This design comes from an exercise in tuning for small area, a short achievable clock period and few clock cycles on the open sky130 flow, not from production work. Function was checked by simulation only, so behaviour that the tests miss may differ from the original. Power is estimated from default activity; no workload was simulated.

Setup of JK:
## qm_top
module qm_top (
    input  logic        clk,
    input  logic        rst_n,
    input  logic        psel,
    input  logic        penable,
    input  logic        pwrite,
    input  logic [11:0] paddr,
    input  logic [31:0] pwdata,
    output logic [31:0] prdata,
    output logic        pready,
    output logic        pslverr
);
For scale: roughly 3000 cells after synthesis, roughly 83 I/O pins.
Settings: LEC_CHECK=0, CAP_MARGIN=30, CORE_MARGIN=2, CORE_UTILIZATION=40, SLEW_MARGIN=20; clock period 12.0 ns.
standard.sh (not shown) runs the stock make flow with config.mk's settings and CLKGATE_MAP_FILE= SYNTH_SCRIPT=/design/flow/synth_recipe.tcl, a recipe that flattens the netlist after the stock synthesis.
==> flow/flow/run.sh <==
#!/bin/bash
# Standard ORFS flow, with timing repair aiming past the clock target and
# plain buffers on the ports.
set -euo pipefail
bash standard.sh SETUP_SLACK_MARGIN=8 'BUFFER_PORTS_ARGS=-buffer_cell sky130_fd_sc_hd__buf_2' finish > standard.log 2>&1
JK completed every stage of the flow, and the final layout passed the timing, design-rule and antenna checks.
Testbench counts of JK, summed over its fixed seeds: cycles 7,828.
The following lists how MS was set up differently from JK:
Settings: ABC_AREA newly set to 1.
==> flow/flow/run.sh <==
#!/bin/bash
# Standard ORFS flow, with timing repair aiming past the clock target and
# plain buffers on the ports.
set -euo pipefail
export CTS_ARGS='-sink_clustering_enable -repair_clock_nets -dont_use_dummy_load -sink_clustering_buffer sky130_fd_sc_hd__clkbuf_8'
bash standard.sh SETUP_SLACK_MARGIN=8 'BUFFER_PORTS_ARGS=-buffer_cell sky130_fd_sc_hd__buf_2' finish > standard.log 2>&1
--- outcome ---
MS was carried through to the last stage, and its layout satisfied the timing, design-rule and antenna checks. When the final numbers for JK and MS were put side by side, the sequential share of power turned out to be greater in MS. Against JK, MS reports a proportion of cell area occupied by multi-input gates that is lower. Changes observed in MS relative to JK: highest ir drop seen on vdd now smaller, number of cell instances on the worst register-to-register path has decreased, total wire length shrank by 15%, part of the power in the clock network went up 0.8 points, top-level I/O count held steady. Summary — number of buffer and inverter stages on the critical path, MS relative to JK: higher, by 5.
The inputs of AL differ from those of MS as listed below.
Settings: changing CAP_MARGIN from 30 to 15; changing SLEW_MARGIN from 20 to 15.
==> flow/flow/run.sh <==
#!/bin/bash
# Standard ORFS flow, with timing repair aiming past the clock target and
# plain buffers on the ports.
set -euo pipefail
bash standard.sh SETUP_SLACK_MARGIN=8 'BUFFER_PORTS_ARGS=-buffer_cell sky130_fd_sc_hd__buf_2' finish > standard.log 2>&1
[summary]
- The final cell count was comparable across AL and MS.
- Compared with MS, in AL worst setup slack grew by 0.028 ns; actual slew at the worst max-slew pin shrank by 0.15 ns.
- Re share of power burned in combinational logic: MS was higher than AL.
- AL reached the final stage; the timing, design-rule and antenna checks on its layout passed.
- Looking at last element of the critical path, the prdata[0] result is from AL; the run_onset[25]$_DFFE_PN_ one comes from MS.
Changes in TR relative to AL:
Settings: changing CAP_MARGIN from 15 to 30; changing SLEW_MARGIN from 15 to 20.
==> flow/flow/run.sh <==
#!/bin/bash
# Standard ORFS flow, with timing repair aiming past the clock target and
# plain buffers on the ports.
set -euo pipefail
export PLACE_DENSITY=0.7
bash standard.sh SETUP_SLACK_MARGIN=8 'BUFFER_PORTS_ARGS=-buffer_cell sky130_fd_sc_hd__buf_2' finish > standard.log 2>&1
==> comparison <==
Result for AL and TR: all clean. Detailed-route vias per instance, TR vs AL: up slightly. Looking at TritonCTS buffer count across AL and TR, the one that comes out higher is AL. | count of clock-buffer cells in the layout | lower: AL |. Between AL and TR, the sequential cell area does not differ in any meaningful way. When TR is set beside AL, its global routing met2 resource utilization turns out to be 0.86 points smaller. Status: switching power as a share of total power parity (TR, AL). Final critical path time including I/O delays and setup delta (TR − AL): unfavourable. Of TR and AL, it is TR that has the higher number of DRC markers after the initial detailed-route iteration. NOTE final-stage net count AL->TR decreased slightly. In the flow results for AL and TR, the layout overhead on the synthesized area is larger on AL.
Inputs modified between TR and PW:
Settings: swapping 40 for 50 in CORE_UTILIZATION.
==> flow/flow/run.sh <==
#!/bin/bash
# Standard ORFS flow, with timing repair aiming past the clock target and
# plain buffers on the ports.
set -euo pipefail
bash standard.sh SETUP_SLACK_MARGIN=8 'BUFFER_PORTS_ARGS=-buffer_cell sky130_fd_sc_hd__buf_2' finish > standard.log 2>&1
Findings:
- Count of non-filler cells in the finished layout ends up higher on TR.
- PW and TR ended up with nearly the same clock-pin transition on the worst setup and hold timing paths.
- From TR to PW the numbers moved as follows: power after layout picked up an extra 2.9%, total routed wirelength rose by 3.9%, quantity of gates resized following cts moved down, share of final layout cell area taken by clock buffers and inverters shows an increase of 0.52 points.

## port drivers added, routing unchanged
In the flow no input, the clock included, has a driving cell. The finished layouts below were timed again as built, in two steps.
Step 1 sets driving cells, clkbuf_16 on the clock port and buf_2 on the other inputs (assumed; they add their load-dependent delay and slew).
Step 2 times the ports against the registers' clock, not the clock port: input delays grow and output delays shrink by t, the midpoint of the rising clock arrivals with the driver on.
Slacks: no drivers / after step 1 / after step 2; pairs: no drivers / after step 1.
| run | t (ns) | slack for setup (ns) | worst register clock-pin slew, ns | worst data-port slew with drivers (ns) | cell pins on the clock port's net |
|---|---|---|---|---|---|
| JK | 0.694 | 7.952 / 7.902 / 7.403 | 0.08 / 0.08 | 0.06 | 1 |
| MS | 0.629 | 7.967 / 7.974 / 7.370 | 0.06 / 0.06 | 0.05 | 1 |
| AL | 0.689 | 7.995 / 7.935 / 7.425 | 0.07 / 0.07 | 0.05 | 1 |
| TR | 0.680 | 7.943 / 7.930 / 7.293 | 0.07 / 0.07 | 0.04 | 1 |
| PW | 0.671 | 7.946 / 7.939 / 7.314 | 0.07 / 0.07 | 0.06 | 1 |
After both steps setup and hold are still met in every run listed. The setup slack of TR, which loses most, moves by -0.013 ns with the drivers and by -0.650 ns with both steps.
